This is an optimization exercise on Yosys and OpenROAD, whose aim is small area and a short achievable clock period, not a production implementation. The RTL was checked by simulation tests, not by an equivalence proof against the original design.

<file path="design.v">
package schp_pkg;
	localparam logic [1:0] MODE_READY = 2'd0;
	localparam logic [1:0] MODE_WAIT  = 2'd1;
	localparam logic [1:0] MODE_MOVE  = 2'd2;
	localparam logic [1:0] MODE_STOP  = 2'd3;
	localparam logic [2:0] OP_MOVE  = 3'd0;
	localparam logic [2:0] OP_STEP  = 3'd1;
	localparam logic [2:0] OP_RTC   = 3'd2;
	localparam logic [2:0] OP_STOP  = 3'd3;
	localparam logic [2:0] OP_START = 3'd4;
endpackage
module schp_add #(
	parameter int W = 8
) (
	input  logic [W-1:0] a,
	input  logic [W-1:0] b,
	input  logic         cin,
	output logic [W-1:0] s,
	output logic         cout
);
	localparam int N = W + 1;
	logic [N-1:0] g, p;
	always_comb begin
		g[0] = cin;
		p[0] = 1'b0;
		for (int i = 0; i < W; i++) begin
			g[i+1] = a[i] & b[i];
			p[i+1] = a[i] ^ b[i];
		end
		for (int l = 0; (1 << l) < N; l++) begin
			for (int i = 0; i < N; i++) begin
				if ((i >> l) & 1) begin
					g[i] = g[i] | (p[i] & g[((i >> l) << l) - 1]);
					p[i] = p[i] & p[((i >> l) << l) - 1];
				end
			end
		end
		for (int i = 0; i < W; i++)
			s[i] = a[i] ^ b[i] ^ g[i];
		cout = g[W];
	end
endmodule
module schp_cfg_regs (
	input  logic        clk,
	input  logic        arst_n,
	input  logic        wr_en,
	input  logic [1:0]  wr_index,
	input  logic [15:0] wr_data,
	output logic        motor_block,
	output logic [17:0] k1,
	output logic [19:0] k3
);
	localparam logic [15:0] K0 = 16'd60000;
	logic [15:0] pulse_ms, after_pulse_ms;
	logic [16:0] kx, ky;
	logic [17:0] k1_d;
	logic [19:0] k3_d;
	always_ff @(posedge clk or negedge arst_n) begin
		if (!arst_n) begin
			pulse_ms       <= 16'd4000;
			after_pulse_ms <= 16'd0;
			motor_block    <= 1'b0;
		end else if (wr_en) begin
			case (wr_index)
				2'd0: pulse_ms       <= wr_data;
				2'd1: after_pulse_ms <= wr_data;
				2'd2: motor_block    <= wr_data[0];
				default: ;
			endcase
		end
	end
	always_comb begin
		for (int i = 0; i < 16; i++) begin
			kx[i]   = pulse_ms[i] ^ after_pulse_ms[i] ^ K0[i];
			ky[i+1] = (pulse_ms[i] & after_pulse_ms[i]) | (pulse_ms[i] & K0[i]) |
			          (after_pulse_ms[i] & K0[i]);
		end
		kx[16] = 1'b0;
		ky[0]  = 1'b0;
	end
	schp_add #(.W(17)) u_k1 (.a(kx), .b(ky), .cin(1'b0), .s(k1_d[16:0]), .cout(k1_d[17]));
	schp_add #(.W(19)) u_k3 (.a({1'b0, k1_d}), .b({k1_d, 1'b0}), .cin(1'b0), .s(k3_d[18:0]),
	                         .cout(k3_d[19]));
	always_ff @(posedge clk) begin
		k1 <= k1_d;
		k3 <= k3_d;
	end
endmodule
module schp_move_plan (
	input  logic [3:0]  dial_hours,
	input  logic [5:0]  dial_minutes,
	input  logic [3:0]  target_hours,
	input  logic [5:0]  target_minutes,
	output logic [9:0]  fwd,
	output logic        at_target
);
	logic [5:0]    tm, mp, d0, dp, fm;
	logic [1:0]    dc;
	logic          borrow, carry;
	logic [3:0]    hc, fh0, fh_m1, fh_p1, fh;
	logic [4:0]    hd;
	logic [7:0]    fh15;
	assign tm = target_minutes;
	always_comb begin
		mp     = 6'd60 - dial_minutes;
		d0     = tm - dial_minutes;
		dp     = tm + mp;
		borrow = tm < dial_minutes;
		carry  = (tm[5:2] == 4'b1111) && (dial_minutes[5:2] == 4'b0000) &&
		         (dial_minutes[1:0] <= tm[1:0]);
		dc     = tm[1:0] - dial_minutes[1:0];
		fm     = borrow ? dp : carry ? {4'd0, dc} : d0;
	end
	always_comb begin
		hc    = (dial_hours == 4'd12) ? 4'd0 : dial_hours;
		hd    = {1'b0, target_hours} - {1'b0, hc};
		if (hd[4])
			fh0 = hd[3:0] + 4'd12;
		else if (hd >= 5'd12)
			fh0 = hd[3:0] - 4'd12;
		else
			fh0 = hd[3:0];
		fh_m1 = (fh0 == 4'd0) ? 4'd11 : fh0 - 4'd1;
		fh_p1 = (fh0 == 4'd11) ? 4'd0 : fh0 + 4'd1;
		fh    = borrow ? fh_m1 : carry ? fh_p1 : fh0;
	end
	always_comb begin
		fh15 = {fh, 4'd0} - {4'd0, fh};
		fwd  = {fh15 + {4'd0, fm[5:2]}, fm[1:0]};
	end
	assign at_target = (fh == 4'd0) && (fm == 6'd0);
endmodule
module schp_wait_plan (
	input  logic [9:0]  fwd,
	input  logic [17:0] k1,
	input  logic [19:0] k3,
	output logic        wait_rtc
);
	localparam int          SW   = 29;
	localparam logic [28:0] Bias = 29'd268435456 - 29'd43200000;
	logic [SW-1:0] row [5];
	logic [SW-1:0] s1a, c1a, s1b, c1b, s2, c2, s3, c3;
	logic [SW-1:0] g, t;
	function automatic logic [SW-1:0] fa_s(input logic [SW-1:0] a, b, c);
		fa_s = a ^ b ^ c;
	endfunction
	function automatic logic [SW-1:0] fa_c(input logic [SW-1:0] a, b, c);
		fa_c = {((a & b) | (a & c) | (b & c)), 1'b0};
	endfunction
	always_comb begin
		for (int i = 0; i < 5; i++) begin
			case (fwd[2*i +: 2])
				2'd0: row[i] = '0;
				2'd1: row[i] = SW'(k1) << (2*i);
				2'd2: row[i] = SW'(k1) << (2*i + 1);
				default: row[i] = SW'(k3) << (2*i);
			endcase
		end
		s1a = fa_s(row[0], row[1], row[2]);
		c1a = fa_c(row[0], row[1], row[2]);
		s1b = fa_s(row[3], row[4], Bias);
		c1b = fa_c(row[3], row[4], Bias);
		s2  = fa_s(s1a, c1a, s1b);
		c2  = fa_c(s1a, c1a, s1b);
		s3  = fa_s(s2, c2, c1b);
		c3  = fa_c(s2, c2, c1b);
		g[0] = 1'b0;
		t[0] = 1'b0;
		for (int i = 0; i < SW - 1; i++) begin
			g[i+1] = s3[i] & c3[i];
			t[i+1] = s3[i] | c3[i];
		end
		for (int l = 0; (1 << l) < SW; l++) begin
			for (int i = 0; i < SW; i++) begin
				if (((i >> l) & 1) && (((i >> l) << l) - 1 >= 0)) begin
					g[i] = g[i] | (t[i] & g[((i >> l) << l) - 1]);
					t[i] = t[i] & t[((i >> l) << l) - 1];
				end
			end
		end
		wait_rtc = s3[SW-1] ^ c3[SW-1] ^ g[SW-1];
	end
endmodule
module schp_core (
	input  logic        clk,
	input  logic        arst_n,
	input  logic        accept,
	input  logic [2:0]  op,
	input  logic [3:0]  target_hours,
	input  logic [5:0]  target_minutes,
	input  logic [4:0]  rtc_hours,
	input  logic [5:0]  rtc_minutes,
	input  logic        motor_block,
	input  logic [17:0] k1,
	input  logic [19:0] k3,
	output logic [25:0] res
);
	logic [1:0] mode_q, mode_d, mode_eff;
	logic       plan_q, plan_d;
	logic [3:0] hours_q, hours_d;
	logic [5:0] minutes_q, minutes_d;
	logic       pol_q, pol_d;
	logic [9:0] rem_q, rem_d;
	logic       fire_q, fire_d;
	logic       done_q, done_d;
	logic [9:0] fwd;
	logic       at_target, wait_rtc;
	logic [4:0] rtc_h12;
	schp_move_plan u_plan (
		.dial_hours     (hours_q),
		.dial_minutes   (minutes_q),
		.target_hours   (target_hours),
		.target_minutes (target_minutes),
		.fwd            (fwd),
		.at_target      (at_target)
	);
	schp_wait_plan u_wait (
		.fwd      (rem_q),
		.k1       (k1),
		.k3       (k3),
		.wait_rtc (wait_rtc)
	);
	assign mode_eff = plan_q ? (wait_rtc ? schp_pkg::MODE_WAIT : schp_pkg::MODE_MOVE) : mode_q;
	always_comb begin
		if (rtc_hours == 5'd0)
			rtc_h12 = 5'd12;
		else if (rtc_hours > 5'd12)
			rtc_h12 = rtc_hours - 5'd12;
		else
			rtc_h12 = rtc_hours;
	end
	always_comb begin
		mode_d    = mode_eff;
		plan_d    = 1'b0;
		hours_d   = hours_q;
		minutes_d = minutes_q;
		pol_d     = pol_q;
		rem_d     = rem_q;
		fire_d    = 1'b0;
		done_d    = 1'b0;
		case (op)
			schp_pkg::OP_MOVE: begin
				if (mode_eff == schp_pkg::MODE_READY) begin
					rem_d = fwd;
					if (at_target)
						done_d = 1'b1;
					else
						plan_d = 1'b1;
				end
			end
			schp_pkg::OP_STEP: begin
				if (mode_eff == schp_pkg::MODE_MOVE) begin
					fire_d = !motor_block;
					pol_d  = pol_q ^ !motor_block;
					if (minutes_q == 6'd59) begin
						minutes_d = 6'd0;
						hours_d   = (hours_q >= 4'd12) ? 4'd1 : hours_q + 4'd1;
					end else begin
						minutes_d = minutes_q + 6'd1;
					end
					rem_d = rem_q - 10'd1;
					if (rem_q <= 10'd1) begin
						mode_d = schp_pkg::MODE_READY;
						done_d = 1'b1;
					end
				end
			end
			schp_pkg::OP_RTC: begin
				if (mode_eff == schp_pkg::MODE_WAIT &&
				    rtc_h12 == {1'b0, hours_q} && rtc_minutes == minutes_q) begin
					mode_d = schp_pkg::MODE_READY;
					done_d = 1'b1;
				end
			end
			schp_pkg::OP_STOP: begin
				mode_d = schp_pkg::MODE_STOP;
			end
			schp_pkg::OP_START: begin
				if (mode_eff == schp_pkg::MODE_STOP)
					mode_d = schp_pkg::MODE_READY;
			end
			default: ;
		endcase
	end
	always_ff @(posedge clk or negedge arst_n) begin
		if (!arst_n) begin
			mode_q <= schp_pkg::MODE_READY;
			plan_q <= 1'b0;
		end else if (accept) begin
			mode_q <= mode_d;
			plan_q <= plan_d;
		end else begin
			mode_q <= mode_eff;
			plan_q <= 1'b0;
		end
	end
	always_ff @(posedge clk or negedge arst_n) begin
		if (!arst_n) begin
			hours_q   <= 4'd12;
			minutes_q <= 6'd0;
			pol_q     <= 1'b0;
		end else if (accept) begin
			hours_q   <= hours_d;
			minutes_q <= minutes_d;
			pol_q     <= pol_d;
		end
	end
	always_ff @(posedge clk) begin
		if (accept)
			rem_q <= rem_d;
	end
	always_ff @(posedge clk) begin
		if (accept) begin
			fire_q <= fire_d;
			done_q <= done_d;
		end
	end
	assign res = {done_q, (mode_eff == schp_pkg::MODE_MOVE) ? rem_q : 10'd0, pol_q, minutes_q,
	              hours_q, fire_q & pol_q, fire_q & !pol_q, mode_eff};
endmodule
module slave_clock_hand_positioner (
	input  logic        clk,
	input  logic        arst_n,
	input  logic        s_axis_tvalid,
	output logic        s_axis_tready,
	input  logic [23:0] s_axis_tdata,
	input  logic [2:0]  s_axis_tuser,
	output logic        m_axis_tvalid,
	input  logic        m_axis_tready,
	output logic [31:0] m_axis_tdata,
	input  logic        cfg_valid,
	output logic        cfg_ready,
	input  logic [1:0]  cfg_index,
	input  logic [15:0] cfg_data
);
	logic        motor_block;
	logic [17:0] k1;
	logic [19:0] k3;
	logic [25:0] res;
	logic        out_valid_q;
	logic        in_accept;
	assign cfg_ready = 1'b1;
	schp_cfg_regs u_cfg (
		.clk            (clk),
		.arst_n         (arst_n),
		.wr_en          (cfg_valid),
		.wr_index       (cfg_index),
		.wr_data        (cfg_data),
		.motor_block    (motor_block),
		.k1             (k1),
		.k3             (k3)
	);
	assign s_axis_tready = !out_valid_q || m_axis_tready;
	assign in_accept     = s_axis_tvalid && s_axis_tready;
	schp_core u_core (
		.clk            (clk),
		.arst_n         (arst_n),
		.accept         (in_accept),
		.op             (s_axis_tuser),
		.target_hours   (s_axis_tdata[3:0]),
		.target_minutes (s_axis_tdata[9:4]),
		.rtc_hours      (s_axis_tdata[14:10]),
		.rtc_minutes    (s_axis_tdata[20:15]),
		.motor_block    (motor_block),
		.k1             (k1),
		.k3             (k3),
		.res            (res)
	);
	always_ff @(posedge clk or negedge arst_n) begin
		if (!arst_n)
			out_valid_q <= 1'b0;
		else if (s_axis_tready)
			out_valid_q <= s_axis_tvalid;
	end
	assign m_axis_tvalid = out_valid_q;
	assign m_axis_tdata  = {6'd0, res};
endmodule
</file>
<file path="flow/run.sh">
#!/bin/bash
# Standard layout, with timing repair aiming for extra setup slack at the design's clock.
set -euo pipefail
export SETUP_SLACK_MARGIN=10
bash standard.sh > standard.log 2>&1
</file>
<file path="standard.sh">
#!/bin/bash
# synth_recipe.tcl (not shown) runs the flow's synth.tcl, then flattens the netlist and writes it again
# the make line also repeats each setting of config.mk as NAME=value (left out here)
make -C /OpenROAD-flow-scripts/flow DESIGN_CONFIG=/design/flow/config.mk WORK_HOME=/design/flow/orfs CLKGATE_MAP_FILE= SYNTH_SCRIPT=/design/flow/synth_recipe.tcl "${@:-finish}"
</file>
<file path="config.mk">
export PLATFORM = sky130hd
export DESIGN_NAME = slave_clock_hand_positioner
export DESIGN_NICKNAME = slave_clock_hand_positioner
export VERILOG_FILES = /design/flow/design.v
export SDC_FILE = /design/flow/constraint.sdc
export NUM_CORES = 4
export LEC_CHECK = 0
export CAP_MARGIN = 20
export CORE_MARGIN = 2
export CORE_UTILIZATION = 40
export SLEW_MARGIN = 20
</file>
<file path="constraint.sdc">
create_clock -name core_clock -period 18.0 [get_ports {clk}]
set_input_delay 3.6000 -clock core_clock [delete_from_list [all_inputs] [get_ports {clk}]]
set_output_delay 3.6000 -clock core_clock [all_outputs]
set_load 0.01 [all_outputs]
</file>
==> flow_summary.yaml, run 1 <==
status:
  run_status: "timing/DRC/antenna clean"
job:
  maxCapViolCount: 0
synthesis:
  synth_cell_types: 78
  syn_area_sq_mm: 0.0107
  ys_ff_latch: 97
  syn_inst: 1179
  ys_seq_area_share_pct: 21.6
  ys_async_sr_fraction_pct: 49.5
  yosysWarnings: 8
  ys.flop_type: "dfrtp_1"
  yosysMostFrequentCell: "inv_1"
  synth_top_area_cell: "ha_1"
  synth_top_area_share_pct: 13.2
  synth_common_cells: "inv_1 (157), ha_1 (113), mux2_2 (97)"
  synth.area.top_cells: "ha_1 (13%), fa_1 (12%), mux2_2 (10%), dfrtp_1 (9.4%), dfxtp_1 (6.9%)"
  synth_enable_flop_cells: 12
  synth_area_per_cell_sq_um: 9.07
detailed_routing:
  vias: 8777
  wl_per_cell_microns: 16.8
  vias_per_cell: 5.45
  drt_iter0_markers: 664
  remaining_drc_errors: 0
  drt_wl_total_microns: 27100
  drtPass1Iterations: 5
  drtAntennaViolNets: 0
finish:
  antennaDiodeCount: 0
  nets: 1495
  area_growth_pct: 20.1
  drive_gt1_share_pct: 21.6
floorplan:
  start_util_pct: 40.9
  die_x_microns: 167
  fp.dieH_microns: 167
  rows: 59
  io_pins: 85
  core_area_sq_mm: 0.0261
  dieArea_sq_mm: 0.0280
global_route:
  grt.overflow.total: 0
  track_usage_pct: 19.3
  antenna_found_initial: 0
  grt_pass1_wl_microns: 44000
  grt_start_max_net_pins: 49
  grt_pass1_vias: 8443
sta:
  finClkSkew_ns: 0.0110
  report.final.slew_viol_count: 0
  setup_tns_ns: 0
  worst-slew-pin-transition_ns: 0.863
  min_period_over_period_pct: 48.3
  timing.fmax_mhz: 115
  rsz0062_at_grt: "true"
  fin_crit_ns: 8.69
  setup_viol: 0
  final-hold-violation-count: 0
  timing.final.ws_setup_ns: 9.31
  maxSlewHeadroom_pct: 42.3
worst_setup_path:
  cp_max_fo: 12
  crit_type: "reg2out"
  start_kind: "flip-flop"
  critPathRequiredTime_ns: 14.40
  critPathArrivalTime_ns: 5.09
  end_kind: "output port"
  rrSetupSlack_ns: 12.19
place:
  pre_cts_ws_ns: 8.33
  portBuffers: 74
  dp_hpwl_microns: 19500
  gp_congestion: 0.827
cts:
  clkLatencyLatePin_ns: 0.34
  cts.htree.levels: 3
  cts_buffer_depth: 2
  cts_made_buffers: 9
  cts-root-buf: "clkbuf_16"
  clkSinkCount: 97
  tritoncts: "done"
  clk_pin_slew_ns: 0.07
  ctsHoldBuffers: 0
hold_path:
  worst_hold_path_type: "reg2reg"
[sequential cells by signal (all words and copies together), names as in the netlist]
register,flops
u_core.fire_q,1
u_core.rem_q,10
u_cfg.k3,20
u_core.pol_q,1
u_cfg.after_pulse_ms,16
u_cfg.motor_block,1
out_valid_q,1
u_core.done_q,1
u_core.plan_q,1
u_cfg.pulse_ms,16
u_core.minutes_q,6
u_core.mode_q,2
u_cfg.k1,17
u_core.hours_q,4
[placed cells by master, fill, tap and decap left out, drive strengths merged, types with 9 or more instances in the layout]
cell type        n
a21oi           30
a22o            50
a22oi           36
and2             9
and3            10
buf             80
clkbuf          11
clkdlybuf4s50   60
dfrtp           40
dfxtp           37
edfxtp          12
fa              62
ha             113
inv            159
mux2            98
mux2i           11
nand2           64
nand2b          13
nand3           21
nor2            54
nor2b           32
nor3            21
o21ai           64
xnor2           34
xor2             9
[layout make-up]
type / instances / area [sq um]
fill: 2499 / 13300
multi-input combinational: 856 / 7770
sequential: 97 / 2310
timing repair buffer: 149 / 1430
inverter: 157 / 589
tap: 335 / 419
clock buffer: 11 / 243
clock inverter: 5 / 62.6
[logic make-up after synthesis]
| group | share of synthesized area, % |
|---|---|
| other | 0.0703 |
| flip-flops | 21.6 |
| AO/OA/AOI/OAI | 16.3 |
| multiplexers | 11.4 |
| adder cells (fa/ha/maj) | 24.9 |
| AND/OR/NAND/NOR | 13.5 |
| XOR/XNOR | 3.52 |
| buffers and inverters | 8.63 |
[metal layers]
layer | up-vias | track usage [%] | wire, microns | share of wire [%]
li1 | 4264 | - | - | -
met1 | 4238 | 27.0 | 13000 | 48
met2 | 247 | 30.9 | 12200 | 45
met3 | 28 | 2.72 | 1290 | 4.7
met4 | 0 | 6.24 | 580 | 2.1
met5 | - | 0 | 0 | 0
[final timing paths]
check,startpoint,end,depth (start not counted)
worst max-delay path,u_core.rem_q[4]$_DFFE_PP_,m_axis_tdata[18],19
worst min-delay path,u_cfg.pulse_ms[9]$_DFFE_PN1P_,u_cfg.pulse_ms[9]$_DFFE_PN1P_,2
worst max register to register,u_core.rem_q[4]$_DFFE_PP_,u_core.hours_q[0]$_DFFE_PN0P_,22
worst min register to register,u_cfg.pulse_ms[9]$_DFFE_PN1P_,u_cfg.pulse_ms[9]$_DFFE_PN1P_,2
max in group asynchronous,arst_n,u_core.plan_q$_DFF_PN0_,2
min in group asynchronous,arst_n,u_cfg.pulse_ms[15]$_DFFE_PN0P_,2
[per-stage QoR]
stage | util, % | hold WS, ns | instance area [sq um] | std cells
3_3_place_gp | 44.8 | 0.489 | 11700 | 1533
3_5_place_dp | 44.8 | 0.496 | 11700 | 1533
4_1_cts | 48.5 | 0.512 | 12700 | 1596
5_1_grt | 49.1 | 0.523 | 12800 | 1610
2_1_floorplan | - | 0.478 | 10800 | 1184
6_report | 49.1 | 0.511 | 12800 | 1610
[worst max-delay path: stages, from the launching register on]
cell	delay, ns
edfxtp_1	0.44
buf_4	0.16
buf_4	0.14
bufbuf_16	0.28
mux2_2	0.27
a22o_1	0.18
ha_1	0.27
inv_1	0.05
fa_1	0.54
inv_1	0.06
fa_1	0.51
o221ai_1	0.29
a21oi_2	0.06
o41a_1	0.41
a21oi_2	0.23
o211ai_4	0.17
a21oi_4	0.21
buf_12	0.18
nor2b_4	0.05
clkdlybuf4s15_2	0.22
[what timing repair did]
action,CTS,global route
cloned,4,0
endpoints found under the setup margin,15,17
gates resized for setup,97,22
buffers inserted,43,14
pin swaps,24,15
==> run 2, diff against run 1 <==
==> flow/run.sh (replaced) <==
#!/bin/bash
# Standard layout, with timing repair aiming for extra setup slack at the design's clock.
set -euo pipefail
export SETUP_SLACK_MARGIN=9
bash standard.sh > standard.log 2>&1
==> run 2 against run 1 <==
Effect of this change: still clean on timing, DRC and antenna; wire length is 5.6% lower; setup slack worse by 0.16 ns; clock-buffer cell count fell by 1; area after synthesis is the same; cell count is 1.7% lower; worst hold slack worse by 0.0034 ns; critical endpoint is now m_axis_tdata[0].
==> flow_summary.yaml, run 2 <==
status:
  run_status: "timing/DRC/antenna clean"
place:
  place_area_sq_mm: 0.0117
  gp_congestion: 0.816
  dpl.cell_count: 1535
  portBuffers: 74
  dp_hpwl_microns: 19200
sta:
  final-hold-violation-count: 0
  maxSlewHeadroom_pct: 40.9
  timing.fmax_mhz: 113
  min_period_over_period_pct: 49.1
  fin_crit_ns: 8.84
  setup_tns_ns: 0
  worst-slew-pin-transition_ns: 0.884
  setup_viol: 0
  rsz0062_at_grt: "true"
  finClkSkew_ns: 0.0138
  report.final.slew_viol_count: 0
floorplan:
  start_util_pct: 40.9
  core_area_sq_mm: 0.0261
  fp.dieH_microns: 167
  io_pins: 85
  rows: 59
  dieArea_sq_mm: 0.0280
  die_x_microns: 167
finish:
  largest_reg_flops: 20
  final_common_cell: "inv_1"
  utilization_pct: 47.0
  final_cell_mix: "inv_1 (157), ha_1 (111), mux2_2 (97)"
  instances_no_fill: 1583
  finish.instance_area_sq_mm: 0.0123
  nets: 1468
  area_growth_pct: 14.8
  drive_gt1_share_pct: 16.6
  max_flop_register: "u_cfg.k3"
  seqCellArea_sq_mm: 0.00231
  antennaDiodeCount: 0
  top_regs: "u_cfg.k3 (20), u_cfg.k1 (17)"
  nFillCells: 2568
  multi_input_area_sq_mm: 0.00758
synthesis:
  synth.area.top_cells: "ha_1 (13%), fa_1 (12%), mux2_2 (10%), dfrtp_1 (9.4%), dfxtp_1 (6.9%)"
  yosysMostFrequentCell: "inv_1"
  synth_common_cells: "inv_1 (157), ha_1 (113), mux2_2 (97)"
  synth_top_area_cell: "ha_1"
  ys_async_sr_fraction_pct: 49.5
  ys_ff_latch: 97
  synth_cell_types: 78
  syn_area_sq_mm: 0.0107
  synth_enable_flop_cells: 12
  syn_inst: 1179
  yosysWarnings: 8
  ys.flop_type: "dfrtp_1"
  ys_seq_area_share_pct: 21.6
  synth_top_area_share_pct: 13.2
  synth_area_per_cell_sq_um: 9.07
detailed_routing:
  drtAntennaViolNets: 0
  drt_iter0_markers: 528
  drt_wl_total_microns: 25600
  remaining_drc_errors: 0
  vias_per_cell: 5.39
  vias: 8532
  wl_per_cell_microns: 16.2
  drtPass1Iterations: 16
global_route:
  grt.overflow.total: 0
  track_usage_pct: 18.3
  grt_start_max_net_pins: 49
  grt_pass1_vias: 8219
  antenna_found_initial: 0
  grt_pass1_wl_microns: 42200
worst_setup_path:
  cp_cell_sequence: "buf_12 -> nor2b_2 -> buf_6 -> buf_4 -> a22o_1 -> fa_1 -> inv_1 -> fa_1 -> fa_1 -> nand2b_1 -> maj3_1 -> a21oi_1 -> o41a_1 -> a211o_1 -> o211ai_4 -> nor2_4 -> clkdlybuf4s50_1"
  cp_slowest_cell: "clkdlybuf4s50_1"
  rrSetupSlack_ns: 12.10
  cp_top_family: "adder cells"
  critPathRequiredTime_ns: 14.40
  critical_path_depth: 17
  worstRegToRegCells: 22
  crit_type: "reg2out"
  cp_common_cell: "fa_1"
  reg2reg_from: "u_core.rem_q[4]$_DFFE_PP_"
  end_kind: "output port"
  cp_max_fo: 6
  slowest_delay_ns: 0.56
  start_kind: "flip-flop"
  cp.buffers_inverters: 5
  critPathArrivalTime_ns: 5.24
  rr_endpoint: "u_core.hours_q[0]$_DFFE_PN0P_"
cts:
  cts_buffer_depth: 2
  tritoncts: "done"
  cts-root-buf: "clkbuf_16"
  clk_pin_slew_ns: 0.07
  clkLatencyLatePin_ns: 0.35
  ctsHoldBuffers: 0
  clkSinkCount: 97
  cts.htree.levels: 3
  cts_made_buffers: 9
hold_path:
  min_delay_path_depth: 2
  hold_end: "u_cfg.pulse_ms[5]$_DFFE_PN1P_"
  hp-start: "u_cfg.pulse_ms[5]$_DFFE_PN1P_"
  worst_hold_path_type: "reg2reg"
job:
  maxCapViolCount: 0
run 2: cell counts after synthesis:
No cell type changed its count.
run 2: worst max path at each step:
| stage | from | to | slack, ns |
|---|---|---|---|
| CTS | u_core.rem_q[3]$_DFFE_PP_ | m_axis_tdata[22] | 8.91 |
| finish | u_core.rem_q[4]$_DFFE_PP_ | m_axis_tdata[0] | 9.16 |
| global route | u_core.rem_q[0]$_DFFE_PP_ | m_axis_tdata[0] | 8.97 |
| global placement | u_core.rem_q[1]$_DFFE_PP_ | m_axis_tdata[17] | 8.54 |
| detailed placement | u_core.rem_q[1]$_DFFE_PP_ | m_axis_tdata[17] | 8.45 |
| floorplan | u_core.rem_q[0]$_DFFE_PP_ | m_axis_tdata[17] | 9.76 |
run 2: layout make-up:
cell class / instances / area share (%)
clock buffers: 10 / 1.87
flip-flops and latches: 97 / 18.8
inverters: 157 / 4.80
repair buffers: 121 / 8.99
multi-input cells: 857 / 61.7
clock inverters: 6 / 0.347
well taps: 335 / 3.42
run 2: kinds of logic after synthesis:
group | Yosys count | share of synthesized area, %
AOI/OAI and AO/OA | 246 | 16.3
xor gates and xnor gates | 43 | 3.52
adders and majority gates | 176 | 24.9
buffers and inverters | 231 | 8.63
DFF | 97 | 21.6
muxes | 109 | 11.4
other | 2 | 0.0703
and+or+nand+nor | 275 | 13.5
run 2: stage by stage:
stage               hold WS, ns  setup slack (ns)
floorplan                 0.478              9.76
global placement          0.492              8.54
detailed placement        0.499              8.45
CTS                       0.509              8.91
global route              0.527              8.97
finish                    0.507              9.16
run 2: repair_timing:
action,4_1_cts,5_1_grt
cloned,1,1
resized for setup,23,37
endpoints found under the setup margin,12,12
setup buffers,11,19
pin swaps,2,11
run 2: worst min-delay path: cells and delay by family, from the launching register on:
kind | cells | cell delay, ns
compound gates | 1 | 0.08
buf+inv | 1 | 0.06
flops | 1 | 0.36
run 2: per-layer routing:
metal	up-vias	part of all wire, %	global-route usage (%)
li1	4218	-	-
met1	4089	51	27.3
met2	209	43	27.8
met3	16	4.3	2.91
met4	0	1.5	4.50
met5	-	0	0
==> run 3, diff against run 2 <==
==> flow/run.sh (replaced) <==
#!/bin/bash
# Standard layout, with timing repair aiming for extra setup slack at the design's clock.
set -euo pipefail
export SETUP_SLACK_MARGIN=9.5
bash standard.sh > standard.log 2>&1
--- a/config.mk
+++ b/config.mk
@@ -6,4 +6,5 @@
 export NUM_CORES = 4
 export LEC_CHECK = 0
+export ABC_AREA = 1
 export CAP_MARGIN = 20
 export CORE_MARGIN = 2
==> run 3 against run 2 <==
Effect of this change: still clean; cell area rose by 1.7%; fmax rose by 6.2%; synthesized cell count up 22%; critical path depth decreased by 13; wire length grew 12%.
==> flow_summary.yaml, run 3 <==
status:
  run_status: "timing/DRC/antenna clean"
global_route:
  grt_pass1_wl_microns: 46800
  antenna_found_initial: 0
  grt.overflow.total: 0
  grt_pass1_vias: 9113
  grt_start_max_net_pins: 49
  track_usage_pct: 20.6
cts:
  tritoncts: "done"
  cts.htree.levels: 3
  clkLatencyLatePin_ns: 0.35
  clk_pin_slew_ns: 0.07
  cts_made_buffers: 9
  cts_buffer_depth: 2
  cts-root-buf: "clkbuf_16"
  clkSinkCount: 97
  ctsHoldBuffers: 0
worst_setup_path:
  crit_type: "in2out"
  cp_slowest_cell: "clkdlybuf4s50_1"
  critPathArrivalTime_ns: 4.73
  critPathRequiredTime_ns: 14.40
  slowest_delay_ns: 0.55
  start_kind: "input port"
  rrSetupSlack_ns: 12.62
  end_kind: "output port"
  cp_top_family: "buffers and inverters"
  cp.buffers_inverters: 3
  cp_common_cell: "clkdlybuf4s50_1"
  cp_cell_sequence: "clkdlybuf4s50_1 -> inv_1 -> nand2_1 -> clkdlybuf4s50_1"
  cp_max_fo: 3
finish:
  seqCellArea_sq_mm: 0.00231
  antennaDiodeCount: 0
  nFillCells: 2609
  largest_reg_flops: 20
  final_common_cell: "inv_1"
  nets: 1772
  final_cell_mix: "inv_1 (287), nand2_1 (252), ha_1 (110)"
  finish.instance_area_sq_mm: 0.0125
  drive_gt1_share_pct: 12.3
  max_flop_register: "u_cfg.k3"
  top_regs: "u_cfg.k3 (20), u_cfg.k1 (17)"
  multi_input_area_sq_mm: 0.00717
  area_growth_pct: 17.5
place:
  dp_hpwl_microns: 22300
  portBuffers: 74
  gp_congestion: 0.913
  place_area_sq_mm: 0.0116
synthesis:
  ys_seq_area_share_pct: 21.8
  synth_enable_flop_cells: 12
  synth_common_cells: "inv_1 (297), nand2_1 (266), ha_1 (113)"
  synth_top_area_share_pct: 13.3
  yosysWarnings: 8
  syn_inst: 1442
  synth_top_area_cell: "ha_1"
  syn_area_sq_mm: 0.0106
  synth_area_per_cell_sq_um: 7.37
  ys.flop_type: "dfrtp_1"
  synth.area.top_cells: "ha_1 (13%), fa_1 (12%), inv_1 (10%), dfrtp_1 (9.4%), nand2_1 (9.4%)"
  ys_async_sr_fraction_pct: 49.5
  synth_cell_types: 57
  ys_ff_latch: 97
  yosysMostFrequentCell: "inv_1"
detailed_routing:
  wl_per_cell_microns: 15.2
  drt_iter0_markers: 618
  drtAntennaViolNets: 0
  vias: 9656
  remaining_drc_errors: 0
  drtPass1Iterations: 5
  drt_wl_total_microns: 28700
  vias_per_cell: 5.12
sta:
  finClkSkew_ns: 0.00894
  rsz0062_at_grt: "false"
  timing.fmax_mhz: 120
  worst-slew-pin-transition_ns: 0.978
  fin_crit_ns: 8.33
  final-hold-violation-count: 0
  maxSlewHeadroom_pct: 34.7
  min_period_over_period_pct: 46.3
  setup_tns_ns: 0
  report.final.slew_viol_count: 0
  setup_viol: 0
floorplan:
  die_x_microns: 167
  core_area_sq_mm: 0.0261
  start_util_pct: 40.8
  dieArea_sq_mm: 0.0279
  io_pins: 85
  rows: 59
  fp.dieH_microns: 167
hold_path:
  worst_hold_path_type: "reg2reg"
job:
  maxCapViolCount: 0
[run 3: cell count changes after synthesis, moves of 38 or more]
cell | previous run | this run
a22o_1 | 50 | 1
inv_1 | 157 | 297
mux2_2 | 97 | 0
nand2_1 | 64 | 266
nor2_1 | 54 | 112
o21ai_0 | 61 | 99
o221ai_1 | 2 | 42
[run 3: final cells by class]
| type | count | area share, % |
|---|---|---|
| Multi-Input combinational cell | 998 | 57.4 |
| Clock inverter | 4 | 0.210 |
| Clock buffer | 12 | 1.97 |
| Sequential cell | 97 | 18.5 |
| Timing Repair inverter | 3 | 0.180 |
| Timing Repair Buffer | 128 | 8.83 |
| Tap cell | 335 | 3.36 |
| Inverter | 310 | 9.53 |
[run 3: routing by layer]
metal	track usage [%]	vias to the layer above	wire length, microns
met5	0	-	0
met4	9.93	0	1210
met3	2.50	58	1480
met2	31.7	294	12700
met1	28.7	4456	13300
li1	-	4848	-
[run 3: kinds of logic (layout without fill, tap and decap cells)]
logic type | Yosys count | after routing | share of synthesized area (%)
and+or+nand+nor | 491 | 491 | 20.2
buffers and inverters | 353 | 457 | 12.9
AOI/OAI and AO/OA | 278 | 279 | 16.2
adders and majority gates | 175 | 175 | 25.0
DFF | 97 | 97 | 21.8
xor gates and xnor gates | 45 | 45 | 3.71
other | 2 | 7 | 0.0707
muxes | 1 | 1 | 0.0942
[run 3: worst register-to-register path, delay by kind of cell (launching register included)]
kind                       cells  cell delay (ns)
AOI/OAI and AO/OA              4             0.58
and+or+nand+nor               13             1.02
DFF                            1             0.52
buffers and inverters          8             1.31
adders and majority gates      4             1.61
[run 3: per-stage QoR]
| stage | hold WS (ns) | instances | setup slack [ns] | util [%] |
|---|---|---|---|---|
| 2_1_floorplan | 0.453 | 1447 | 10.07 | - |
| 3_3_place_gp | 0.466 | 1815 | 8.62 | 44.5 |
| 3_5_place_dp | 0.473 | 1815 | 8.57 | 44.5 |
| 4_1_cts | 0.491 | 1866 | 9.40 | 47.0 |
| 5_1_grt | 0.507 | 1887 | 9.43 | 47.9 |
| 6_report | 0.486 | 1887 | 9.67 | 47.9 |
[run 3: path summary, 6_finish.rpt]
kind,startpoint,depth (start not counted),end
worst max-delay path,m_axis_tready,4,s_axis_tready
worst min register to register,u_cfg.after_pulse_ms[9]$_DFFE_PN0P_,2,u_cfg.after_pulse_ms[9]$_DFFE_PN0P_
worst min-delay path,u_cfg.after_pulse_ms[9]$_DFFE_PN0P_,2,u_cfg.after_pulse_ms[9]$_DFFE_PN0P_
worst max register to register,u_core.rem_q[1]$_DFFE_PP_,29,u_core.rem_q[6]$_DFFE_PP_
max in group asynchronous,arst_n,2,u_core.mode_q[0]$_DFF_PN0_
min in group asynchronous,arst_n,2,u_cfg.after_pulse_ms[14]$_DFFE_PN0P_
[run 3: what timing repair did]
item	CTS	global route
gates cloned	4	0
resized for setup	44	70
endpoints found under the hold margin	0	0
pin swaps	4	16
setup buffers	31	21
endpoints found under the setup margin	12	12
==> run 4, diff against run 3 <==
--- a/config.mk
+++ b/config.mk
@@ -6,5 +6,4 @@
 export NUM_CORES = 4
 export LEC_CHECK = 0
-export ABC_AREA = 1
 export CAP_MARGIN = 20
 export CORE_MARGIN = 2
==> run 4 against run 3 <==
Effect of this change: wire length decreased by 8.2%; clock skew increased by 0.0052 ns; non-clock buffer count increased by 2; register-to-register slack got worse by 0.46 ns; die area increased by 0.60%; flip-flop and latch count unchanged; synthesized cell count decreased by 18%; clock-buffer cell count decreased by 2; cell count decreased by 16%; via count decreased by 10%.
==> flow_summary.yaml, run 4 <==
finish:
  final_common_cell: "inv_1"
  drive_gt1_share_pct: 19.1
  area_growth_pct: 17.2
  top_regs: "u_cfg.k3 (20), u_cfg.k1 (17)"
  antennaDiodeCount: 0
  max_flop_register: "u_cfg.k3"
  final_cell_mix: "inv_1 (153), ha_1 (110), mux2_2 (97)"
  nets: 1477
  nFillCells: 2559
  largest_reg_flops: 20
worst_setup_path:
  crit_end: "m_axis_tdata[18]"
  cp_cell_sequence: "buf_12 -> buf_4 -> buf_12 -> mux2_2 -> a22o_1 -> fa_1 -> inv_2 -> fa_1 -> inv_1 -> fa_1 -> nand3_2 -> a211oi_2 -> and4bb_2 -> o21ai_4 -> a211o_1 -> o211ai_4 -> a21oi_4 -> buf_6 -> nor2b_1 -> buf_2"
  reg2reg_from: "u_core.rem_q[3]$_DFFE_PP_"
  crit_type: "reg2out"
  start_kind: "flip-flop"
  slowest_delay_ns: 0.57
  cp_common_cell: "fa_1"
  critical_path_depth: 20
  cp.buffers_inverters: 7
  end_kind: "output port"
  timing.critical_path.from: "u_core.rem_q[3]$_DFFE_PP_"
  cp_top_family: "adder cells"
  critPathRequiredTime_ns: 14.40
  cp_max_fo: 6
  critPathArrivalTime_ns: 5.05
  rr_endpoint: "u_core.hours_q[0]$_DFFE_PN0P_"
  worstRegToRegCells: 24
  cp_slowest_cell: "fa_1"
  rrSetupSlack_ns: 12.16
cts:
  cts.htree.levels: 3
  ctsHoldBuffers: 0
  cts-root-buf: "clkbuf_16"
  clkLatencyLatePin_ns: 0.35
  cts_made_buffers: 9
  cts_buffer_depth: 2
  clk_pin_slew_ns: 0.07
  tritoncts: "done"
  clkSinkCount: 97
detailed_routing:
  wl_per_cell_microns: 16.6
  drt_iter0_markers: 590
  met3WireLength_microns: 1150
  vias: 8668
  drtAntennaViolNets: 0
  drtPass1Iterations: 16
  wl_met1_microns: 13300
  top_layer: "met4"
  remaining_drc_errors: 0
  wl_met2_microns: 11800
  drt_wl_total_microns: 26400
  vias_per_cell: 5.44
global_route:
  grt_pass1_wl_microns: 43300
  grt_pass1_vias: 8389
  grt_start_max_net_pins: 49
  antenna_found_initial: 0
  track_usage_pct: 18.9
  grt.overflow.total: 0
floorplan:
  core_area_sq_mm: 0.0261
  rows: 59
  fp.dieH_microns: 167
  dieArea_sq_mm: 0.0280
  die_x_microns: 167
  start_util_pct: 40.9
  io_pins: 85
job:
  maxCapViolCount: 0
synthesis:
  synth_cell_types: 78
  ys_ff_latch: 97
  synth.area.top_cells: "ha_1 (13%), fa_1 (12%), mux2_2 (10%), dfrtp_1 (9.4%), dfxtp_1 (6.9%)"
  synth_top_area_cell: "ha_1"
  ys.flop_type: "dfrtp_1"
  synth_common_cells: "inv_1 (157), ha_1 (113), mux2_2 (97)"
  synth_area_per_cell_sq_um: 9.07
  syn_inst: 1179
  ys_seq_area_share_pct: 21.6
  synth_top_area_share_pct: 13.2
  ys_async_sr_fraction_pct: 49.5
  yosysMostFrequentCell: "inv_1"
  yosysWarnings: 8
  syn_area_sq_mm: 0.0107
  synth_enable_flop_cells: 12
sta:
  min_period_over_period_pct: 48.0
  timing.final.ws_setup_ns: 9.35
  report.final.slew_viol_count: 0
  worst-slew-pin-transition_ns: 0.887
  finClkSkew_ns: 0.0142
  setup_tns_ns: 0
  fin_crit_ns: 8.65
  final-hold-violation-count: 0
  timing.fmax_mhz: 116
  maxSlewHeadroom_pct: 40.7
  rsz0062_at_grt: "true"
  setup_viol: 0
place:
  portBuffers: 74
  pre_cts_ws_ns: 8.45
  gp_congestion: 0.816
  dp_hpwl_microns: 19200
hold_path:
  worst_hold_path_type: "reg2reg"
status:
  run_status: "timing/DRC/antenna clean"
-- run 4: layout make-up --
type / instances / area [sq um] / share of cell area [%]
timing repair buffer: 130 / 1240 / 9.88
tap: 335 / 419 / 3.35
inverter: 157 / 589 / 4.71
sequential: 97 / 2310 / 18.5
clock buffer: 10 / 229 / 1.83
multi-input combinational: 857 / 7690 / 61.4
clock inverter: 6 / 42.5 / 0.340
-- run 4: how the worst min path moves through the flow --
stage | from | end | slack (ns) | cells past startpoint
after floorplan | u_cfg.pulse_ms[11]$_DFFE_PN1P_ | u_cfg.pulse_ms[11]$_DFFE_PN1P_ | 0.48 | 2
after detailed placement | u_cfg.pulse_ms[5]$_DFFE_PN1P_ | u_cfg.pulse_ms[5]$_DFFE_PN1P_ | 0.50 | 2
final | u_cfg.pulse_ms[5]$_DFFE_PN1P_ | u_cfg.pulse_ms[5]$_DFFE_PN1P_ | 0.51 | 2
after global routing | u_cfg.after_pulse_ms[13]$_DFFE_PN0P_ | u_cfg.after_pulse_ms[13]$_DFFE_PN0P_ | 0.53 | 1
after global placement | u_cfg.after_pulse_ms[15]$_DFFE_PN0P_ | u_cfg.after_pulse_ms[15]$_DFFE_PN0P_ | 0.49 | 1
after CTS | u_cfg.pulse_ms[5]$_DFFE_PN1P_ | u_cfg.pulse_ms[5]$_DFFE_PN1P_ | 0.51 | 2
-- run 4: layer usage --
metal / track usage [%] / up-vias
li1: - / 4240
met4: 3.36 / 0
met1: 27.9 / 4192
met3: 2.62 / 23
met5: 0 / -
met2: 29.7 / 213
-- run 4: per-stage QoR --
| step | utilization, % | area (sq um) | std cells | hold slack [ns] |
|---|---|---|---|---|
| floorplan | - | 10700 | 1184 | 0.478 |
| global placement | 44.6 | 11700 | 1535 | 0.492 |
| detailed placement | 44.6 | 11700 | 1535 | 0.499 |
| CTS | 47.5 | 12400 | 1586 | 0.509 |
| global route | 47.9 | 12500 | 1592 | 0.527 |
| finish | 47.9 | 12500 | 1592 | 0.507 |
-- run 4: worst register-to-register path, delay by kind of cell, from the launching register on --
family	cells	cell delay [ns]
adders and majority gates	3	1.39
AOI/OAI and AO/OA	6	1.32
buffers and inverters	9	1.19
and+or+nand+nor	5	1.12
DFF	1	0.45
muxes	1	0.26
-- run 4: repair_timing --
item | in CTS | in global routing
endpoints found under the setup margin | 12 | 14
gates cloned | 2 | 1
gates resized for setup | 116 | 6
pin swaps | 40 | 6
buffers inserted | 33 | 5
-- run 4: cells by family after synthesis --
family | count (synthesis) | share of synthesized area, %
compound gates | 246 | 16.3
xor+xnor | 43 | 3.52
fa+ha+maj | 176 | 24.9
buf+inv | 231 | 8.63
flops | 97 | 21.6
mux | 109 | 11.4
other cells | 2 | 0.0703
simple gates | 275 | 13.5
==> run 5, diff against run 4 <==
--- a/design.v
+++ b/design.v
@@ -41,4 +41,39 @@
 	end
 endmodule
+module schp_add_bk #(
+	parameter int W = 8
+) (
+	input  logic [W-1:0] a,
+	input  logic [W-1:0] b,
+	input  logic         cin,
+	output logic [W-1:0] s,
+	output logic         cout
+);
+	localparam int N = W + 1;
+	logic [N-1:0] g, p;
+	always_comb begin
+		g[0] = cin;
+		p[0] = 1'b0;
+		for (int i = 0; i < W; i++) begin
+			g[i+1] = a[i] & b[i];
+			p[i+1] = a[i] ^ b[i];
+		end
+		for (int l = 0; (1 << l) < N; l++) begin
+			for (int i = (2 << l) - 1; i < N; i += (2 << l)) begin
+				g[i] = g[i] | (p[i] & g[i - (1 << l)]);
+				p[i] = p[i] & p[i - (1 << l)];
+			end
+		end
+		for (int l = 5; l >= 0; l--) begin
+			for (int i = 3 * (1 << l) - 1; i < N; i += (2 << l)) begin
+				g[i] = g[i] | (p[i] & g[i - (1 << l)]);
+				p[i] = p[i] & p[i - (1 << l)];
+			end
+		end
+		for (int i = 0; i < W; i++)
+			s[i] = a[i] ^ b[i] ^ g[i];
+		cout = g[W];
+	end
+endmodule
 module schp_cfg_regs (
 	input  logic        clk,
@@ -79,6 +114,6 @@
 		ky[0]  = 1'b0;
 	end
-	schp_add #(.W(17)) u_k1 (.a(kx), .b(ky), .cin(1'b0), .s(k1_d[16:0]), .cout(k1_d[17]));
-	schp_add #(.W(19)) u_k3 (.a({1'b0, k1_d}), .b({k1_d, 1'b0}), .cin(1'b0), .s(k3_d[18:0]),
+	schp_add_bk #(.W(17)) u_k1 (.a(kx), .b(ky), .cin(1'b0), .s(k1_d[16:0]), .cout(k1_d[17]));
+	schp_add_bk #(.W(19)) u_k3 (.a({1'b0, k1_d}), .b({k1_d, 1'b0}), .cin(1'b0), .s(k3_d[18:0]),
 	                         .cout(k3_d[19]));
 	always_ff @(posedge clk) begin
@@ -137,6 +172,7 @@
 	output logic        wait_rtc
 );
-	localparam int          SW   = 29;
-	localparam logic [28:0] Bias = 29'd268435456 - 29'd43200000;
+	localparam int          SW   = 30;
+	localparam logic [29:0] Bias = 30'd222506836;
+	logic [19:0]   nq [5];
 	logic [SW-1:0] row [5];
 	logic [SW-1:0] s1a, c1a, s1b, c1b, s2, c2, s3, c3;
@@ -150,10 +186,8 @@
 	always_comb begin
 		for (int i = 0; i < 5; i++) begin
-			case (fwd[2*i +: 2])
-				2'd0: row[i] = '0;
-				2'd1: row[i] = SW'(k1) << (2*i);
-				2'd2: row[i] = SW'(k1) << (2*i + 1);
-				default: row[i] = SW'(k3) << (2*i);
-			endcase
+			nq[i] = ~(({20{fwd[2*i +: 2] == 2'd1}} & 20'(k1)) |
+			          ({20{fwd[2*i +: 2] == 2'd2}} & {1'b0, k1, 1'b0}) |
+			          ({20{fwd[2*i +: 2] == 2'd3}} & k3));
+			row[i] = SW'(nq[i]) << (2*i);
 		end
 		s1a = fa_s(row[0], row[1], row[2]);
@@ -179,5 +213,5 @@
 			end
 		end
-		wait_rtc = s3[SW-1] ^ c3[SW-1] ^ g[SW-1];
+		wait_rtc = !(s3[SW-1] ^ c3[SW-1] ^ g[SW-1]);
 	end
 endmodule
--- a/config.mk
+++ b/config.mk
@@ -6,4 +6,5 @@
 export NUM_CORES = 4
 export LEC_CHECK = 0
+export ABC_AREA = 1
 export CAP_MARGIN = 20
 export CORE_MARGIN = 2
==> run 5 against run 4 <==
Effect of this change: still clean on timing, DRC and antenna; register-to-register slack better by 0.65 ns; non-clock buffer count is 14 lower; via count is 5.4% higher.
==> flow_summary.yaml, run 5 <==
status:
  run_status: "timing/DRC/antenna clean"
floorplan:
  rows: 58
  io_pins: 85
  dieArea_sq_mm: 0.0270
  core_area_sq_mm: 0.0252
  die_x_microns: 164
  start_util_pct: 40.8
  fp.dieH_microns: 164
worst_setup_path:
  critPathRequiredTime_ns: 14.40
  end_kind: "output port"
  rr_endpoint: "u_core.rem_q[9]$_DFFE_PP_"
  critPathArrivalTime_ns: 4.81
  worstRegToRegCells: 25
  start_kind: "flip-flop"
  cp_max_fo: 11
  reg2reg_from: "u_core.rem_q[0]$_DFFE_PP_"
  rrSetupSlack_ns: 12.81
  crit_type: "reg2out"
sta:
  finClkSkew_ns: 0.00857
  worst-slew-pin-transition_ns: 0.906
  fin_crit_ns: 8.41
  setup_viol: 0
  report.final.slew_viol_count: 0
  rsz0062_at_grt: "true"
  timing.fmax_mhz: 119
  setup_tns_ns: 0
  fin_hold_ws_ns: 0.489
  maxSlewHeadroom_pct: 39.5
  min_period_over_period_pct: 46.7
  final-hold-violation-count: 0
finish:
  nFillCells: 2448
  nets: 1686
  max_flop_register: "u_cfg.k3"
  drive_gt1_share_pct: 8.80
  area_growth_pct: 17.9
  multi_input_area_sq_mm: 0.00694
  top_regs: "u_cfg.k3 (20), u_cfg.k1 (17)"
  final_cell_mix: "inv_1 (273), nand2_1 (269), ha_1 (112)"
  antennaDiodeCount: 0
  largest_reg_flops: 20
  final_common_cell: "inv_1"
  seqCellArea_sq_mm: 0.00231
global_route:
  grt_pass1_vias: 8803
  grt.overflow.total: 0
  grt_start_max_net_pins: 49
  track_usage_pct: 20.3
  antenna_found_initial: 0
  grt_pass1_wl_microns: 43700
synthesis:
  ys.flop_type: "dfrtp_1"
  synthXorXnorAreaFrac_pct: 3.14
  synth_top_area_cell: "fa_1"
  syn_inst: 1353
  synth_common_cells: "inv_1 (278), nand2_1 (276), ha_1 (115)"
  synth_cell_types: 54
  synth_enable_flop_cells: 12
  yosysWarnings: 9
  ys_async_sr_fraction_pct: 49.5
  ys_seq_area_share_pct: 22.5
  ys_ff_latch: 97
  synthMuxAreaShare_pct: 0.0973
  synth_top_area_share_pct: 14.0
  synth_compound_area_share_pct: 16.1
  synthSimpleGateAreaFrac_pct: 18.0
  synth_top_family_by_area: "adder cells"
  syn_area_sq_mm: 0.0103
  synth_area_per_cell_sq_um: 7.60
  synthAdderAreaFrac_pct: 28.0
  yosysMostFrequentCell: "inv_1"
  synth.area.top_cells: "fa_1 (14%), ha_1 (14%), inv_1 (10%), nand2_1 (10%), dfrtp_1 (9.7%)"
detailed_routing:
  remaining_drc_errors: 0
  drtPass1Iterations: 5
  wl_per_cell_microns: 14.7
  drtAntennaViolNets: 0
  drt_iter0_markers: 688
  drt_wl_total_microns: 26300
  vias_per_cell: 5.12
  vias: 9136
job:
  maxCapViolCount: 0
place:
  gp_congestion: 0.934
  dp_hpwl_microns: 20500
  portBuffers: 74
cts:
  cts_made_buffers: 9
  tritoncts: "done"
  cts.htree.levels: 3
  clkSinkCount: 97
  clkLatencyLatePin_ns: 0.35
  cts_buffer_depth: 2
  clk_pin_slew_ns: 0.07
  cts-root-buf: "clkbuf_16"
hold_path:
  hold_end: "u_cfg.after_pulse_ms[14]$_DFFE_PN0P_"
  hp-start: "u_cfg.after_pulse_ms[14]$_DFFE_PN0P_"
  min_delay_path_depth: 2
  worst_hold_path_type: "reg2reg"
run 5: changes by cell type in the layout (fill, tap and decap cells not counted), moves of 21 or more:
cell      delta
a21oi_1     +32
a22o_1      -50
a22oi_1     -34
inv_1      +120
mux2_2      -97
nand2_1    +205
nand3_1     +30
nor2b_1     -27
o21ai_0     +23
o221ai_1    +39
o22ai_1     +28
xnor2_1     -21
run 5: worst max path at each step:
stage,start,cells past startpoint,endpoint
2_1_floorplan,u_core.rem_q[1]$_DFFE_PP_,23,m_axis_tdata[21]
5_1_grt,u_core.rem_q[0]$_DFFE_PP_,22,m_axis_tdata[18]
6_report,u_core.rem_q[0]$_DFFE_PP_,23,m_axis_tdata[18]
3_3_place_gp,u_core.rem_q[6]$_DFFE_PP_,21,m_axis_tdata[18]
4_1_cts,u_core.rem_q[0]$_DFFE_PP_,20,m_axis_tdata[18]
3_5_place_dp,u_core.rem_q[6]$_DFFE_PP_,21,m_axis_tdata[18]
run 5: layout make-up:
| type | instances | share of cell area [%] |
|---|---|---|
| clock buffers | 11 | 2.18 |
| inverters | 284 | 8.91 |
| well taps | 330 | 3.40 |
| repair buffers | 116 | 8.88 |
| clock inverters | 5 | 0.351 |
| multi-input cells | 941 | 57.2 |
| flip-flops and latches | 97 | 19.1 |
run 5: stage by stage:
step	cells	worst slack, ns	util [%]	cell area (sq um)
2_1_floorplan	1358	10.43	-	10300
3_3_place_gp	1730	8.64	44.9	11300
3_5_place_dp	1730	8.69	44.9	11300
4_1_cts	1770	9.46	47.6	12000
5_1_grt	1784	9.34	48.2	12100
6_report	1784	9.59	48.2	12100
run 5: logic make-up (layout without fill, tap and decap cells):
logic type | count (synthesis) | after routing
buf+inv | 321 | 416
simple gates | 446 | 446
xor+xnor | 36 | 36
other cells | 2 | 7
fa+ha+maj | 187 | 187
flops | 97 | 97
compound gates | 263 | 264
mux | 1 | 1
run 5: timing repair:
item                       4_1_cts  5_1_grt
setup endpoints to repair       12       12
buffers inserted                23       13
pin swaps                        7        9
gates resized for setup         52       22
hold buffers                     0        0
cloned                           1        0
hold endpoints to repair         0        0
run 5: worst max-delay path: stages, from the launching register on:
cell             delay (ns)
edfxtp_1               0.41
inv_2                  0.09
ha_2                   0.19
clkinvlp_4             0.09
buf_12                 0.15
buf_4                  0.15
o211ai_1               0.29
fa_1                   0.50
fa_1                   0.52
fa_1                   0.48
inv_1                  0.08
nand2_1                0.05
o21ai_0                0.07
nand2_1                0.07
o21ai_1                0.08
nand2_1                0.06
nand3_1                0.14
nand3_1                0.11
nand2_2                0.13
nand2_4                0.08
o21ai_4                0.09
nand2_2                0.08
inv_1                  0.05
clkdlybuf4s50_1        0.52
run 5: routing by layer:
layer	part of all wire [%]	track usage, %	routed length (microns)	up-vias
met5	0	0	0	-
met4	2.5	6.78	658	0
met3	7.4	3.23	1940	47
met2	42	31.1	11200	349
met1	48	29.1	12500	4148
li1	-	-	-	4592
==> run 6, diff against run 5 <==
==> flow/run.sh (replaced) <==
#!/bin/bash
# Standard layout, with port buffers of a faster cell and timing repair aiming for extra
# setup slack at the design's clock.
set -euo pipefail
export SETUP_SLACK_MARGIN=10
export BUFFER_PORTS_ARGS="-buffer_cell sky130_fd_sc_hd__buf_2"
bash standard.sh > standard.log 2>&1
==> run 6 against run 5 <==
Effect of this change: cell count up 0.90%; cell area rose by 0.16%; non-clock buffer count is 15 higher; wire length rose by 2.8%; via count increased by 1.0%; clock-buffer cell count up 4; synthesized cell count unchanged; register-to-register slack better by 0.21 ns.
==> flow_summary.yaml, run 6 <==
floorplan:
  io_pins: 85
  core_area_sq_mm: 0.0252
  die_x_microns: 164
  rows: 58
  dieArea_sq_mm: 0.0270
  start_util_pct: 40.8
  fp.dieH_microns: 164
finish:
  antennaDiodeCount: 0
  final_common_cell: "inv_1"
  largest_reg_flops: 20
  instances_no_fill: 1800
  top_regs: "u_cfg.k3 (20), u_cfg.k1 (17)"
  seqCellArea_sq_mm: 0.00231
  max_flop_register: "u_cfg.k3"
  area_growth_pct: 18.1
  final_cell_mix: "inv_1 (263), nand2_1 (262), ha_1 (112)"
  drive_gt1_share_pct: 16.7
  nets: 1702
  multi_input_area_sq_mm: 0.00711
  nFillCells: 2457
sta:
  final-hold-violation-count: 0
  timing.fmax_mhz: 125
  maxSlewHeadroom_pct: 37.0
  finClkSkew_ns: 0.0104
  worst-slew-pin-transition_ns: 0.942
  rsz0062_at_grt: "true"
  min_period_over_period_pct: 44.5
  fin_crit_ns: 8.01
  report.final.slew_viol_count: 0
  setup_tns_ns: 0
  setup_viol: 0
synthesis:
  synth_common_cells: "inv_1 (278), nand2_1 (276), ha_1 (115)"
  ys.flop_type: "dfrtp_1"
  synthMuxAreaShare_pct: 0.0973
  synthXorXnorAreaFrac_pct: 3.14
  synth_enable_flop_cells: 12
  synth_area_per_cell_sq_um: 7.60
  synth.area.top_cells: "fa_1 (14%), ha_1 (14%), inv_1 (10%), nand2_1 (10%), dfrtp_1 (9.7%)"
  ys_ff_latch: 97
  syn_inst: 1353
  ys_seq_area_share_pct: 22.5
  synth_compound_area_share_pct: 16.1
  synth_top_family_by_area: "adder cells"
  yosysWarnings: 9
  synth_top_area_share_pct: 14.0
  syn_area_sq_mm: 0.0103
  synthAdderAreaFrac_pct: 28.0
  synth_top_area_cell: "fa_1"
  yosysMostFrequentCell: "inv_1"
  synth_cell_types: 54
  ys_async_sr_fraction_pct: 49.5
  synthSimpleGateAreaFrac_pct: 18.0
worst_setup_path:
  critPathArrivalTime_ns: 4.41
  crit_type: "reg2out"
  cp_max_fo: 9
  end_kind: "output port"
  start_kind: "flip-flop"
  critPathRequiredTime_ns: 14.40
detailed_routing:
  remaining_drc_errors: 0
  drtAntennaViolNets: 0
  drt_wl_total_microns: 27000
  drt_iter0_markers: 760
  vias: 9228
  vias_per_cell: 5.13
  wl_per_cell_microns: 15.0
  drtPass1Iterations: 5
job:
  maxCapViolCount: 0
hold_path:
  worst_hold_path_type: "reg2reg"
cts:
  cts_made_buffers: 9
  clkLatencyLatePin_ns: 0.34
  clkSinkCount: 97
  tritoncts: "done"
  cts.htree.levels: 3
  clk_pin_slew_ns: 0.07
  cts_buffer_depth: 2
  cts-root-buf: "clkbuf_16"
place:
  dpl.cell_count: 1731
  gp_congestion: 0.956
  dp_hpwl_microns: 20200
  portBuffers: 74
global_route:
  grt_start_max_net_pins: 49
  antenna_found_initial: 0
  grt.overflow.total: 0
  track_usage_pct: 20.2
  grt_pass1_vias: 8580
  grt_pass1_wl_microns: 43400
status:
  run_status: "timing/DRC/antenna clean"
run 6: per-layer routing:
| metal | up-vias | global-route usage [%] | share of wire (%) |
|---|---|---|---|
| met5 | - | 0 | 0 |
| met4 | 0 | 6.94 | 2.7 |
| met3 | 63 | 3.16 | 7.2 |
| met2 | 339 | 30.6 | 43 |
| met1 | 4217 | 29.2 | 47 |
| li1 | 4609 | - | - |
run 6: cell type report:
cell class	count	area share (%)
clock buffer	15	2.47
inverter	284	9.01
multi-input combinational	942	58.6
clock inverter	1	0.0412
tap	330	3.40
sequential	97	19.0
timing repair buffer	131	7.48
run 6: through the flow:
stage / setup slack [ns] / hold slack [ns] / cell area (sq um) / util, %
global route: 9.81 / 0.507 / 12100 / 48.2
CTS: 10.00 / 0.490 / 11900 / 47.2
floorplan: 10.43 / 0.453 / 10300 / -
detailed placement: 9.33 / 0.475 / 11000 / 43.5
finish: 9.99 / 0.482 / 12100 / 48.2
global placement: 9.32 / 0.466 / 11000 / 43.5
run 6: kinds of logic after synthesis:
group	after synthesis
other cells	2
mux	1
buf+inv	321
xor+xnor	36
simple gates	446
flops	97
fa+ha+maj	187
compound gates	263
run 6: timing repair:
item / in CTS / in global routing
setup buffers: 37 / 14
hold buffers: 0 / 0
resized for setup: 70 / 34
endpoints found under the setup margin: 12 / 12
gates cloned: 2 / 0
pin swaps: 24 / 37
run 6: worst max-delay path, cell delays in order (launching register included):
cell and delay [ns]:
edfxtp_1 0.51, nor2_4 0.20, clkinvlp_4 0.09, buf_4 0.18
buf_12 0.14, o221ai_1 0.33, ha_1 0.34, fa_1 0.56
fa_1 0.42, inv_2 0.08, nand2_1 0.05, nand2_1 0.05
o21ai_0 0.07, o21ai_1 0.14, nand2_1 0.08, nand2_2 0.10
a21oi_2 0.08, nand2_4 0.10, nand2_8 0.08, o21ai_4 0.16
nand2_2 0.11, inv_1 0.06, buf_2 0.12
run 6: worst paths after layout:
path | depth (start not counted) | end | slack (ns) | startpoint
min in group asynchronous | 2 | u_cfg.pulse_ms[14]$_DFFE_PN0P_ | 3.34 | arst_n
max in group asynchronous | 2 | u_core.plan_q$_DFF_PN0_ | 14.23 | arst_n
worst max-delay path | 22 | m_axis_tdata[18] | 9.99 | u_core.rem_q[8]$_DFFE_PP_
worst min-delay path | 2 | u_cfg.after_pulse_ms[5]$_DFFE_PN0P_ | 0.48 | u_cfg.after_pulse_ms[5]$_DFFE_PN0P_
worst max register to register | 23 | u_core.rem_q[1]$_DFFE_PP_ | 13.02 | u_core.rem_q[8]$_DFFE_PP_
worst min register to register | 2 | u_cfg.after_pulse_ms[5]$_DFFE_PN0P_ | 0.48 | u_cfg.after_pulse_ms[5]$_DFFE_PN0P_
==> run 7, diff against run 6 <==
--- a/flow/run.sh
+++ b/flow/run.sh
@@ -3,5 +3,5 @@
 # setup slack at the design's clock.
 set -euo pipefail
-export SETUP_SLACK_MARGIN=10
+export SETUP_SLACK_MARGIN=9.5
 export BUFFER_PORTS_ARGS="-buffer_cell sky130_fd_sc_hd__buf_2"
 bash standard.sh > standard.log 2>&1
==> run 7 against run 6 <==
Effect of this change: still clean on timing, DRC and antenna; utilization shrank 2.0 points; fmax decreased by 3.4%; register-to-register slack got worse by 0.15 ns.
==> flow_summary.yaml, run 7 <==
detailed_routing:
  drtPass1Iterations: 5
  drt_wl_total_microns: 26000
  vias_per_cell: 5.11
  drtAntennaViolNets: 0
worst_setup_path:
  cp_slowest_cell: "fa_1"
  rr_endpoint: "u_core.rem_q[1]$_DFFE_PP_"
  start_kind: "flip-flop"
  cp.buffers_inverters: 5
  cp_top_family: "adder cells"
  cp_max_fo: 15
  rrSetupSlack_ns: 12.87
  critical_path_depth: 19
synthesis:
  synth_top_family_by_area: "adder cells"
  synthXorXnorAreaFrac_pct: 3.14
  synth_common_cells: "inv_1 (278), nand2_1 (276), ha_1 (115)"
  ys.flop_type: "dfrtp_1"
  synth_top_area_cell: "fa_1"
  syn_area_sq_mm: 0.0103
  synthMuxAreaShare_pct: 0.0973
  synthAdderAreaFrac_pct: 28.0
  synth_top_area_share_pct: 14.0
  synth_area_per_cell_sq_um: 7.60
  synthSimpleGateAreaFrac_pct: 18.0
  ys_async_sr_fraction_pct: 49.5
  yosysWarnings: 9
status:
  run_status: "timing/DRC/antenna clean"
job:
  maxCapViolCount: 0
global_route:
  track_usage_pct: 19.4
  antenna_found_initial: 0
  grt_pass1_wl_microns: 41900
floorplan:
  rows: 58
  start_util_pct: 40.8
  dieArea_sq_mm: 0.0270
  io_pins: 85
  fp.dieH_microns: 164
finish:
  antennaDiodeCount: 0
  nets: 1674
sta:
  rsz0062_at_grt: "false"
  final-hold-violation-count: 0
  report.final.slew_viol_count: 0
  min_period_over_period_pct: 46.1
  timing.fmax_mhz: 121
  finClkSkew_ns: 0.00998
cts:
  cts.htree.levels: 3
  clk_pin_slew_ns: 0.07
  ctsHoldBuffers: 0
  clkSinkCount: 97
place:
  dp_hpwl_microns: 20200
==> run 7: cell type report <==
class	count	area [sq um]
clock buffer	15	300
clock inverter	1	5.00
fill	2524	13500
sequential	97	2310
tap	330	413
multi-input combinational	941	6900
inverter	284	1080
timing repair buffer	104	621
==> run 7: logic make-up after synthesis <==
group,count (synthesis)
AOI/OAI and AO/OA,263
xor gates and xnor gates,36
adders and majority gates,187
buffers and inverters,321
DFF,97
muxes,1
other,2
and+or+nand+nor,446
==> run 7: layer usage <==
| metal | global-route usage [%] | vias up | share of wire (%) |
|---|---|---|---|
| met5 | 0 | - | 0 |
| li1 | - | 4546 | - |
| met3 | 2.80 | 46 | 6.9 |
| met1 | 28.3 | 4115 | 49 |
| met2 | 29.7 | 340 | 42 |
| met4 | 5.54 | 0 | 2.4 |
==> run 7: worst min-delay path by stage <==
stage | startpoint | end | slack [ns] | depth (start not counted)
3_3_place_gp | u_cfg.after_pulse_ms[6]$_DFFE_PN0P_ | u_cfg.after_pulse_ms[6]$_DFFE_PN0P_ | 0.47 | 2
4_1_cts | u_cfg.after_pulse_ms[5]$_DFFE_PN0P_ | u_cfg.after_pulse_ms[5]$_DFFE_PN0P_ | 0.49 | 2
3_5_place_dp | u_cfg.pulse_ms[13]$_DFFE_PN0P_ | u_cfg.pulse_ms[13]$_DFFE_PN0P_ | 0.47 | 2
5_1_grt | u_cfg.pulse_ms[15]$_DFFE_PN0P_ | u_cfg.pulse_ms[15]$_DFFE_PN0P_ | 0.51 | 2
6_report | u_cfg.pulse_ms[15]$_DFFE_PN0P_ | u_cfg.pulse_ms[15]$_DFFE_PN0P_ | 0.48 | 2
2_1_floorplan | u_cfg.after_pulse_ms[11]$_DFFE_PN0P_ | u_cfg.after_pulse_ms[11]$_DFFE_PN0P_ | 0.45 | 2
==> run 7: through the flow <==
step	std cells	worst slack [ns]	hold WS, ns	utilization [%]	cell area [sq um]
after floorplan	1358	10.43	0.453	-	10300
after global placement	1731	9.32	0.466	43.5	11000
after detailed placement	1731	9.33	0.475	43.5	11000
after CTS	1760	9.53	0.490	45.4	11400
after global routing	1772	9.48	0.507	46.2	11600
final	1772	9.71	0.484	46.2	11600
==> run 7: worst min-delay path: stages (launching register included) <==
cell and delay, ns:
dfrtp_1 0.34, nand2_1 0.05, o21ai_0 0.06
==> run 7: timing repair <==
action                                 in CTS  in global routing
setup endpoints to repair                  12                 12
endpoints found under the hold margin       0                  0
cloned                                      0                  1
pin swaps                                   1                  8
gates resized for setup                    18                 23
buffers inserted                           13                 11

[afterwards: timing with drivers on the ports]
In the flow no input, the clock included, has a driving cell. The finished layouts below were timed again as built, in two steps. Step 1 assumes that a clkbuf_16 drives the clock port and a buf_2 every other input. Step 2 also shifts input and output timing later by t, the mid clock arrival at the registers, as if the neighbouring blocks saw the same clock. Three values: ideal ports, drivers, drivers and shift; two values: the first two.
run | t, ns | slack for setup (ns) | worst setup path after step 2
run 1 | 0.382 | 9.315 / 9.273 / 9.654 | register to output
run 2 | 0.393 | 9.156 / 9.108 / 9.406 | input to register
run 3 | 0.387 | 9.673 / 9.651 / 9.651 | input to output
run 4 | 0.393 | 9.352 / 9.305 / 9.502 | input to register
run 5 | 0.385 | 9.587 / 9.545 / 9.652 | input to output
run 6 | 0.386 | 9.993 / 9.947 / 10.332 | register to output
run 7 | 0.378 | 9.708 / 9.668 / 10.046 | register to output
After both steps every run listed still meets setup and hold. The setup slack of run 3, which loses most, moves by -0.022 ns with the drivers and by -0.022 ns with both steps.
